This design comes from an exercise in tuning for small area, a short achievable clock period and few clock cycles per item on the open sky130 flow, not from production work.
Where RTL was checked, it was by simulation tests only, not by an equivalence proof against the original.

==> 06-20 <==
==> flow/design.v <==
`default_nettype none
package lcg_rr_pkg;
   localparam int WORD_W  = 32;
   localparam int GEN_W   = 31;
   localparam int RAW_W   = 15;
   localparam int RAW_LSB = 16;
   localparam int STEPS   = 2;
   localparam int DIV_W   = RAW_W + STEPS - 1;
   localparam int NRM_N   = (STEPS == 1) ? 4 : (STEPS <= 3) ? 3 : 2;
   localparam int CNT_W   = NRM_N + 1;
   localparam logic [GEN_W-1:0] LCG_ADD = 31'd2531011;
endpackage
`default_nettype wire
`default_nettype none
import lcg_rr_pkg::*;
module lcg_ranged_random_with_checksum (
   input  wire logic              clock,
   input  wire logic              reset,
   input  wire logic              req_valid,
   output      logic              req_ready,
   input  wire logic              req_opcode,
   input  wire logic [WORD_W-1:0] req_seed_value,
   input  wire logic [WORD_W-1:0] req_lower_limit,
   input  wire logic [WORD_W-1:0] req_upper_limit,
   output      logic              rsp_valid,
   input  wire logic              rsp_ready,
   output      logic [WORD_W-1:0] rsp_value,
   output      logic [WORD_W-1:0] rsp_checksum,
   output      logic              rsp_span_error
);
   localparam int HI_W = WORD_W - RAW_W;
   logic              busy_ff;
   logic [GEN_W-1:0]  gen_ff;
   logic [WORD_W-1:0] chk_ff;
   logic [WORD_W-1:0] lower_ff;
   logic [RAW_W-1:0]  rem_ff;
   logic [DIV_W-1:0]  div_ff;
   logic [CNT_W-1:0]  cnt_ff;
   logic              zero_ff;
   logic              done, take, accept, draw;
   logic [GEN_W-1:0]  gen_next;
   logic [RAW_W-1:0]  d;
   logic              borrow;
   logic [HI_W-1:0]   up_hi, lo_hi, hi_x, lo_pre;
   logic              eq_lo, eq_hi, inc_hi;
   logic              span_zero, span_small;
   logic [DIV_W-1:0]  div_init;
   logic [NRM_N-1:0]  nrm_m;
   logic [RAW_W-1:0]  rem_step;
   logic [DIV_W:0]    diff;
   logic [DIV_W-1:0]  dj;
   logic [WORD_W-1:0] value;
   assign done      = busy_ff && (cnt_ff == '0);
   assign take      = done && rsp_ready;
   assign req_ready = !busy_ff || take;
   assign accept    = req_valid && req_ready;
   assign draw      = !req_opcode;
   assign gen_next  = gen_ff + (gen_ff << 10) + (gen_ff << 14) + (gen_ff << 18)
                      - (gen_ff << 2) - (gen_ff << 16) + LCG_ADD;
   assign {borrow, d} = {1'b0, req_upper_limit[RAW_W-1:0]} - {1'b0, req_lower_limit[RAW_W-1:0]};
   assign up_hi = req_upper_limit[WORD_W-1:RAW_W];
   assign lo_hi = req_lower_limit[WORD_W-1:RAW_W];
   assign hi_x  = up_hi ^ lo_hi;
   always_comb begin
      lo_pre[0] = 1'b1;
      for (int i = 1; i < HI_W; i++) lo_pre[i] = lo_pre[i-1] & lo_hi[i-1];
   end
   assign eq_lo      = (req_upper_limit[RAW_W-1:0] == req_lower_limit[RAW_W-1:0]);
   assign eq_hi      = (hi_x == '0);
   assign inc_hi     = (hi_x == lo_pre);
   assign span_zero  = eq_lo && eq_hi;
   assign span_small = borrow ? inc_hi : (eq_hi && !eq_lo);
   always_comb begin
      div_init = DIV_W'(d) << (STEPS - 1);
      for (int b = NRM_N - 1; b >= 0; b--) begin
         if ((div_init & ({DIV_W{1'b1}} << (DIV_W - (STEPS << b)))) == '0) begin
            div_init = div_init << (STEPS << b);
            nrm_m[b] = 1'b1;
         end else begin
            nrm_m[b] = 1'b0;
         end
      end
   end
   always_comb begin
      rem_step = rem_ff;
      for (int j = 0; j < STEPS; j++) begin
         dj   = div_ff >> j;
         diff = {{(DIV_W+1-RAW_W){1'b0}}, rem_step} - {1'b0, dj};
         if (!diff[DIV_W]) rem_step = diff[RAW_W-1:0];
      end
   end
   assign value          = lower_ff + {{HI_W{1'b0}}, rem_ff};
   assign rsp_valid      = done;
   assign rsp_value      = value;
   assign rsp_checksum   = chk_ff ^ (zero_ff ? '0 : value);
   assign rsp_span_error = zero_ff;
   always_ff @(posedge clock) begin
      if (reset) begin
         busy_ff <= 1'b0;
         gen_ff  <= '0;
         chk_ff  <= '0;
      end else begin
         if (accept) begin
            busy_ff <= 1'b1;
         end else if (take) begin
            busy_ff <= 1'b0;
         end
         if (accept) begin
            gen_ff <= draw ? gen_next : req_seed_value[GEN_W-1:0];
         end
         if (accept && !draw) begin
            chk_ff <= '0;
         end else if (take) begin
            chk_ff <= rsp_checksum;
         end
      end
   end
   always_ff @(posedge clock) begin
      if (accept) begin
         lower_ff <= draw ? req_lower_limit : '0;
         rem_ff   <= (draw && !span_zero) ? gen_next[RAW_LSB +: RAW_W] : '0;
         zero_ff  <= draw && span_zero;
         cnt_ff   <= (draw && span_small) ? CNT_W'(nrm_m) + 1'b1 : '0;
         div_ff   <= div_init;
      end else if (busy_ff && cnt_ff != '0) begin
         rem_ff   <= rem_step;
         div_ff   <= div_ff >> STEPS;
         cnt_ff   <= cnt_ff - 1'b1;
      end
   end
endmodule
`default_nettype wire
==> flow/run.sh <==
#!/bin/bash
# synth_recipe.tcl (not shown) runs the flow's synth.tcl, then flattens the netlist and writes it again
# the make line also repeats each setting of config.mk as NAME=value (left out here)
make -C /OpenROAD-flow-scripts/flow DESIGN_CONFIG=/design/flow/config.mk WORK_HOME=/design/flow/orfs CLKGATE_MAP_FILE= SYNTH_SCRIPT=/design/flow/synth_recipe.tcl finish
==> flow/config.mk <==
export PLATFORM = sky130hd
export DESIGN_NAME = lcg_ranged_random_with_checksum
export DESIGN_NICKNAME = lcg_ranged_random_with_checksum
export VERILOG_FILES = /design/flow/design.v
export SDC_FILE = /design/flow/constraint.sdc
export NUM_CORES = 4
export LEC_CHECK = 0
export ABC_CLOCK_PERIOD_IN_PS = 4500
export CAP_MARGIN = 20
export CORE_MARGIN = 2
export CORE_UTILIZATION = 40
export SETUP_SLACK_MARGIN = 2.5
export SLEW_MARGIN = 20
==> flow/constraint.sdc <==
create_clock -name core_clock -period 7.5 [get_ports {clock}]
set_input_delay 1.5000 -clock core_clock [delete_from_list [all_inputs] [get_ports {clock}]]
set_output_delay 1.5000 -clock core_clock [all_outputs]
set_load 0.01 [all_outputs]
==> inputs of 03-04, as changes to 06-20 <==
--- a/flow/design.v
+++ b/flow/design.v
@@ -6,5 +6,6 @@
    localparam int RAW_LSB = 16;
-   localparam int STEPS   = 2;
-   localparam int DIV_W   = RAW_W + STEPS - 1;
-   localparam int NRM_N   = (STEPS == 1) ? 4 : (STEPS <= 3) ? 3 : 2;
+   localparam int R4      = 1;
+   localparam int QB      = 2 * R4;
+   localparam int DIV_W   = RAW_W + QB - 2;
+   localparam int NRM_N   = (QB == 2) ? 3 : 2;
    localparam int CNT_W   = NRM_N + 1;
@@ -49,4 +50,3 @@
    logic [RAW_W-1:0]  rem_step;
-   logic [DIV_W:0]    diff;
-   logic [DIV_W-1:0]  dj;
+   logic [DIV_W+2:0]  e1, e2, r1, r2, r3;
    logic [WORD_W-1:0] value;
@@ -73,6 +73,6 @@
    always_comb begin
-      div_init = DIV_W'(d) << (STEPS - 1);
+      div_init = DIV_W'(d) << (QB - 2);
       for (int b = NRM_N - 1; b >= 0; b--) begin
-         if ((div_init & ({DIV_W{1'b1}} << (DIV_W - (STEPS << b)))) == '0) begin
-            div_init = div_init << (STEPS << b);
+         if ((div_init & ({DIV_W{1'b1}} << (DIV_W - (QB << b)))) == '0) begin
+            div_init = div_init << (QB << b);
             nrm_m[b] = 1'b1;
@@ -85,6 +85,11 @@
       rem_step = rem_ff;
-      for (int j = 0; j < STEPS; j++) begin
-         dj   = div_ff >> j;
-         diff = {{(DIV_W+1-RAW_W){1'b0}}, rem_step} - {1'b0, dj};
-         if (!diff[DIV_W]) rem_step = diff[RAW_W-1:0];
+      for (int j = 0; j < R4; j++) begin
+         e1 = {3'b000, div_ff >> (2 * j)};
+         e2 = e1 << 1;
+         r1 = {{(DIV_W+3-RAW_W){1'b0}}, rem_step} - e1;
+         r2 = {{(DIV_W+3-RAW_W){1'b0}}, rem_step} - e2;
+         r3 = {{(DIV_W+3-RAW_W){1'b0}}, rem_step} - e2 - e1;
+         if (!r3[DIV_W+2])      rem_step = r3[RAW_W-1:0];
+         else if (!r2[DIV_W+2]) rem_step = r2[RAW_W-1:0];
+         else if (!r1[DIV_W+2]) rem_step = r1[RAW_W-1:0];
       end
@@ -126,3 +131,3 @@
          rem_ff   <= rem_step;
-         div_ff   <= div_ff >> STEPS;
+         div_ff   <= div_ff >> QB;
          cnt_ff   <= cnt_ff - 1'b1;
Settings changed: ABC_AREA from default to 1, ABC_CLOCK_PERIOD_IN_PS 4500 to default, SETUP_SLACK_MARGIN 2.5 to 3.2.
==> inputs of 12-10, as changes to 06-20 <==
--- a/flow/design.v
+++ b/flow/design.v
@@ -49,4 +49,8 @@
    logic [RAW_W-1:0]  rem_step;
-   logic [DIV_W:0]    diff;
+   logic [RAW_W-1:0]  diff;
+   logic              dborrow;
    logic [DIV_W-1:0]  dj;
+   logic [RAW_W-1:0]  sum_lo;
+   logic              sum_c;
+   logic [HI_W-1:0]   lower_hi1;
    logic [WORD_W-1:0] value;
@@ -86,8 +90,10 @@
       for (int j = 0; j < STEPS; j++) begin
-         dj   = div_ff >> j;
-         diff = {{(DIV_W+1-RAW_W){1'b0}}, rem_step} - {1'b0, dj};
-         if (!diff[DIV_W]) rem_step = diff[RAW_W-1:0];
+         dj = div_ff >> j;
+         {dborrow, diff} = {1'b0, rem_step} - {1'b0, dj[RAW_W-1:0]};
+         if (!dborrow && ((dj >> RAW_W) == '0)) rem_step = diff;
       end
    end
-   assign value          = lower_ff + {{HI_W{1'b0}}, rem_ff};
+   assign {sum_c, sum_lo} = {1'b0, lower_ff[RAW_W-1:0]} + {1'b0, rem_ff};
+   assign lower_hi1      = lower_ff[WORD_W-1:RAW_W] + 1'b1;
+   assign value          = {sum_c ? lower_hi1 : lower_ff[WORD_W-1:RAW_W], sum_lo};
    assign rsp_valid      = done;
==> flow/flow/run.sh (new file) <==
#!/bin/bash
# Standard layout, with the port buffers drawn from the smallest buffer cell.
set -euo pipefail
export BUFFER_PORTS_ARGS="-buffer_cell sky130_fd_sc_hd__buf_1"
bash standard.sh > standard_flow.log 2>&1
==> flow/standard.sh (new file) <==
#!/bin/bash
# synth_recipe.tcl (not shown) runs the flow's synth.tcl, then flattens the netlist and writes it again
# the make line also repeats each setting of config.mk as NAME=value (left out here)
make -C /OpenROAD-flow-scripts/flow DESIGN_CONFIG=/design/flow/config.mk WORK_HOME=/design/flow/orfs CLKGATE_MAP_FILE= SYNTH_SCRIPT=/design/flow/synth_recipe.tcl "${@:-finish}"
Settings changed: ABC_AREA from default to 1, ABC_CLOCK_PERIOD_IN_PS 4500 to default, CORE_UTILIZATION 40 to 65, PLACE_DENSITY from default to 0.75.
removed: flow/run.sh
==> comparison table <==
quantity                                                                              12-10                    06-20                    03-04
Area Growth Syn to Fin                                                                11.7%                    29.7%                    38.5%
Register clock-pin slew on the reported worst setup and hold paths                  0.06 ns                  0.07 ns                  0.06 ns
Number of nets in the layout                                                           2413                     2152                     2619
Filler-free cell count of the finished design                                          2381                     2303                     2761
Outcome                                                             complete, no violations  complete, no violations  complete, no violations
GR met3 Demand/Resource                                                              0.0756                   0.0230                   0.0314
Time the worst path needs with I/O delays and setup                                 4.82 ns                  5.03 ns                  4.53 ns
DP Wirelength                                                                      31400 µm                 32300 µm                 34900 µm
Vias in the first global route                                                        12340                    12150                    13621
Pre-CTS WS                                                                          2.08 ns                  1.50 ns                  2.21 ns
Worst hold slack after final layout                                                0.484 ns                 0.501 ns                 0.478 ns
Synth Register Bits                                                                     132                      132                      131
Crit path capture type                                                                 flop                     flop              output port
Number of placement rows                                                                 53                       68                       69
Die outline area                                                                  22900 µm²                36400 µm²                37900 µm²
Cts repair resizes                                                                       10                      100                      340
Area share of the leading cell type in the synthesized netlist                        0.145                    0.146                    0.141
Multi-input gate share of total cell area                                             0.598                    0.579                    0.565
Post-synthesis net count                                                               2250                     1914                     2330
Final clock skew                                                                 0.00995 ns                0.0127 ns                0.0112 ns
Testbench counts of 06-20, summed over its fixed seeds: cycles 8,196, items 3,200.
Testbench counts of 12-10, summed over its fixed seeds: cycles 8,196, items 3,200.
The RTL of 03-04 was laid out without a check of its function.

port drivers added, routing unchanged:
The flow's constraints put no driver on any port. The routed layouts listed below were extracted and timed again, unchanged, in two steps. Step 1 (the two cells are an assumption about what drives the block):
set clk [get_ports {clock}]
set_driving_cell -lib_cell sky130_fd_sc_hd__clkbuf_16 $clk
set_driving_cell -lib_cell sky130_fd_sc_hd__buf_2 [delete_from_list [all_inputs] $clk]
Step 2, shift: input delay + t, output delay - t, t = (earliest + latest rising clock arrival at the registers) / 2. This alone moves slack from input paths to output paths. a / b / c = ideal ports / drivers / drivers and shift; a / b = the first two.
run	shift t [ns]	setup slack, ns	worst setup path at the end
06-20	0.488	2.470 / 2.447 / 2.159	input to register
03-04	0.491	2.974 / 2.921 / 2.805	input to register
12-10	0.480	2.676 / 2.676 / 2.676	register to register
After both steps setup and hold are still met in every run listed. The setup slack of 06-20, which loses most, moves by -0.023 ns with the drivers and by -0.311 ns with both steps.
